From an optimization exercise on the open Yosys and OpenROAD flow, aimed at small area; shortcuts taken in it are not production practice.
Only simulation tests tie the RTL to the original design; equivalence was not proved.

Design reverse_impact_detector_unit, start of the top module:
module reverse_impact_detector_unit #(
  parameter int unsigned SPEED_DEPTH = rid_pkg::SPEED_DEPTH_DEF,
  parameter int unsigned ACCEL_DEPTH = rid_pkg::ACCEL_DEPTH_DEF
) (
  input  logic                            clk_i,
  input  logic                            rst_ni,
  input  logic                            s_axis_tvalid,
  output logic                            s_axis_tready,
  input  logic [rid_pkg::IN_DATA_W-1:0]   s_axis_tdata,
  input  logic [rid_pkg::CMD_W-1:0]       s_axis_tuser,
  output logic                            m_axis_tvalid,
  input  logic                            m_axis_tready,
  output logic [rid_pkg::OUT_DATA_W-1:0]  m_axis_tdata,
  input  logic                            cfg_we_i,
  input  logic [rid_pkg::REG_IDX_W-1:0]   cfg_idx_i,
  input  logic [rid_pkg::REG_DATA_W-1:0]  cfg_data_i
);
  localparam int unsigned AW = $clog2(ACCEL_DEPTH);
  localparam int unsigned SW = $clog2(SPEED_DEPTH);
  typedef enum logic [2:0] {
    ST_IDLE,
    ST_SCAN,
    ST_CONV,
    ST_DONE
  } state_e;
  logic signed [15:0] peak_thr_q;
  logic [15:0]        zspread_thr_q;
  logic [31:0]        hold_q;
  logic signed [15:0] limit_q;
  state_e             state_q, state_d;
  logic               clr_q;
  logic [AW-1:0]      da_q;
  logic [SW-1:0]      dv_q;
  logic               detected_q;
  logic [31:0]        onset_q;
  logic               m_valid_q;
  logic               busy;
  logic               jr;
  logic [31:0]        wdata;
  logic               s_acc, a_wr, v_wr, start, take;
  logic [1:0]         cmd;
  logic [31:0]        a_tail;
  logic [15:0]        v_tail;
  logic signed [19:0] sum;
  logic signed [15:0] xmax;
  logic [15:0]        spread;
  logic               cond, late;
  logic [31:0]        now;
  assign cmd   = s_axis_tuser;
  assign s_acc = s_axis_tvalid & s_axis_tready;
  assign a_wr  = s_acc & (cmd == 2'd1);
  ...
For scale: roughly 4700 cells after synthesis, roughly 180 I/O pins.
==> flow/config.mk <==
export PLATFORM = sky130hd
export DESIGN_NAME = reverse_impact_detector_unit
export DESIGN_NICKNAME = reverse_impact_detector_unit
export VERILOG_FILES = /design/flow/design.v
export SDC_FILE = /design/flow/constraint.sdc
export NUM_CORES = 4
export LEC_CHECK = 0
export ABC_AREA = 1
export CAP_MARGIN = 20
export CORE_MARGIN = 2
export CORE_UTILIZATION = 70
export PLACE_DENSITY = 0.78
export SLEW_MARGIN = 20
==> flow/constraint.sdc <==
create_clock -name core_clock -period 10.0 [get_ports {clk_i}]
set_input_delay 2.0000 -clock core_clock [delete_from_list [all_inputs] [get_ports {clk_i}]]
set_output_delay 2.0000 -clock core_clock [all_outputs]
set_load 0.01 [all_outputs]
standard.sh (not shown) runs the stock make flow with config.mk's settings and CLKGATE_MAP_FILE= SYNTH_SCRIPT=/design/flow/synth_recipe.tcl, a recipe that flattens the netlist after the stock synthesis.
==> flow/flow/run.sh <==
#!/bin/bash
# Layout flow: the standard synthesis (standard.sh synth, unchanged), then a second ABC
# mapping of the combinational logic only (flow/remap.sh; every flip-flop instance is kept
# as it is, with its name and cell), then the standard layout steps with a leaner clock tree
# (clkbuf_8 leaves over clusters of at most 18 sinks, no dummy loads), the smallest port
# buffers, and more rounds of antenna repair after detailed routing.
# Each tool's output goes to a log file of its own in this folder.
set -e
export CTS_ARGS="-sink_clustering_enable -repair_clock_nets -sink_clustering_size 18 -sink_clustering_max_diameter 50 -buf_list sky130_fd_sc_hd__clkbuf_8 -dont_use_dummy_load"
export BUFFER_PORTS_ARGS="-buffer_cell sky130_fd_sc_hd__buf_1"
export MAX_REPAIR_ANTENNAS_ITER_DRT=15
bash standard.sh synth > standard_synth.log 2>&1
bash flow/remap.sh > remap.log 2>&1
bash standard.sh > standard.log 2>&1
Other scripts of this flow, unchanged in this note and not shown: flow/flow/remap.sh
Next try:
--- a/flow/design.v
+++ b/flow/design.v
@@ -36,27 +36,25 @@
     logic g, e;
     g = !a[15] & b[15];
     e = !(a[15] ^ b[15]);
     for (int i = 14; i >= 0; i--) begin
       g = g | (e & a[i] & !b[i]);
       e = e & !(a[i] ^ b[i]);
     end
     sgt16 = g;
   endfunction
-  function automatic logic [10:0] add10(input logic [9:0] a, input logic [9:0] b,
-                                        input logic ci);
+  function automatic logic [19:0] add20(input logic [19:0] a, input logic [19:0] b);
     logic c;
-    c = ci;
-    for (int i = 0; i < 10; i++) begin
-      add10[i] = a[i] ^ b[i] ^ c;
+    c = 1'b0;
+    for (int i = 0; i < 20; i++) begin
+      add20[i] = a[i] ^ b[i] ^ c;
       c = (a[i] & b[i]) | (a[i] & c) | (b[i] & c);
     end
-    add10[10] = c;
   endfunction
   function automatic logic [4:0] inc5(input logic [4:0] a);
     logic c;
     c = 1'b1;
     for (int i = 0; i < 5; i++) begin
       inc5[i] = a[i] ^ c;
       c = a[i] & c;
     end
   endfunction
@@ -115,23 +113,18 @@
   output logic               late_o,     
   input  logic signed [15:0] x_i,
   input  logic signed [15:0] z_i,
   input  logic signed [15:0] v_i,
   output logic signed [19:0] sum_o,
   output logic signed [15:0] xmax_o,
   output logic [15:0]        spread_o
 );
   logic signed [19:0] sum_q;
-  logic               sc_q;
-  logic [19:0]        sum_a, sum_v;
-  logic [10:0]        sum_lo;
-  logic [10:0]        sum_hi;
-  logic               sum_ci;
   logic signed [15:0] xmax_q, zmax_q, zmin_q;
   logic [2:0]  sel_q;        
   logic        pass_q;       
   logic [4:0]  j_q;          
   logic        s_q;          
   logic [4:0]  dl_q;         
   logic [1:0]  nc_q;         
   logic [2:0]  r_q;          
   logic        bw_q;         
@@ -224,35 +217,26 @@
       qc_q <= 1'b0;
     end
     if (step_t) begin
       if (!pass_q) r_q <= rnext;
       bw_q <= (!nbit & (rb | bw_q)) | (rb & bw_q);
       qd_q <= {qd_q[0], qbit};
       qc_q <= (qbit & qd_q[1]) | (qbit & qc_q) | (qd_q[1] & qc_q);
     end
   end
-  assign sum_a  = first_i ? 20'd0 : sum_q;
-  assign sum_v  = (first_i | spd_i) ? 20'(v_i) : 20'd0;
-  assign sum_ci = !first_i & sc_q;
-  assign sum_lo = rid_pkg::add10(sum_a[9:0], sum_v[9:0], 1'b0);
-  assign sum_hi = rid_pkg::add10(sum_a[19:10], sum_v[19:10], sum_ci);
-  always_ff @(posedge clk_i) begin
-    if (first_i || upd_i) begin
-      sum_q <= {sum_hi[9:0], sum_lo[9:0]};
-      sc_q  <= sum_lo[10];
-    end
-  end
   always_ff @(posedge clk_i) begin
     if (first_i) begin
+      sum_q  <= 20'(v_i);
       xmax_q <= x_i;
       zmax_q <= z_i;
       zmin_q <= z_i;
     end else if (upd_i) begin
+      if (spd_i) sum_q <= rid_pkg::add20(sum_q, 20'(v_i));
       if (rid_pkg::sgt16(x_i, xmax_q)) xmax_q <= x_i;
       if (rid_pkg::sgt16(z_i, zmax_q)) zmax_q <= z_i;
       if (rid_pkg::sgt16(zmin_q, z_i)) zmin_q <= z_i;
     end else if (shift) begin
       case (sel_q[1:0])
         2'd0:    xmax_q <= {pass_q ? (qbit ^ (j_q == 5'd19)) : cur[0], xmax_q[15:1]};
         2'd1:    zmax_q <= {pass_q ? (qbit ^ (j_q == 5'd19)) : cur[0], zmax_q[15:1]};
         default: zmin_q <= {pass_q ? (qbit ^ (j_q == 5'd19)) : cur[0], zmin_q[15:1]};
       endcase
Outcome:
- count of clock-buffer cells in the layout does not change
- final area stays flat
- utilization hardly moves
- synthesized cell count barely changes
- register-to-register slack improves by 210 ps
- setup slack improves by 210 ps
- maximum frequency went up by 3.6%
- non-clock buffer count went down by 1

## static timing again, ports no longer ideal
No port has a modelled driver above. Below, the same layouts with a new extraction and two added sets of constraints.
Step 1: set_driving_cell puts a clkbuf_16 on clk_i and a buf_2 on each other input, an assumption about the parent block.
Step 2 also shifts input and output timing later by t, the mid clock arrival at the registers, as if the neighbouring blocks saw the same clock.
Three values: ideal, step 1, step 2; two values: the first two.
run | t (ns) | slack for setup (ns) | slew at the worst register clock pin (ns)
the first run | 0.942 | 3.794 / 3.794 / 3.365 | 0.11 / 0.11
the second run | 0.948 | 4.006 / 4.006 / 4.006 | 0.11 / 0.11
After both steps every run listed still meets setup and hold. The setup slack of the first run, which loses most, moves by 0.000 ns with the drivers and by -0.429 ns with both steps.
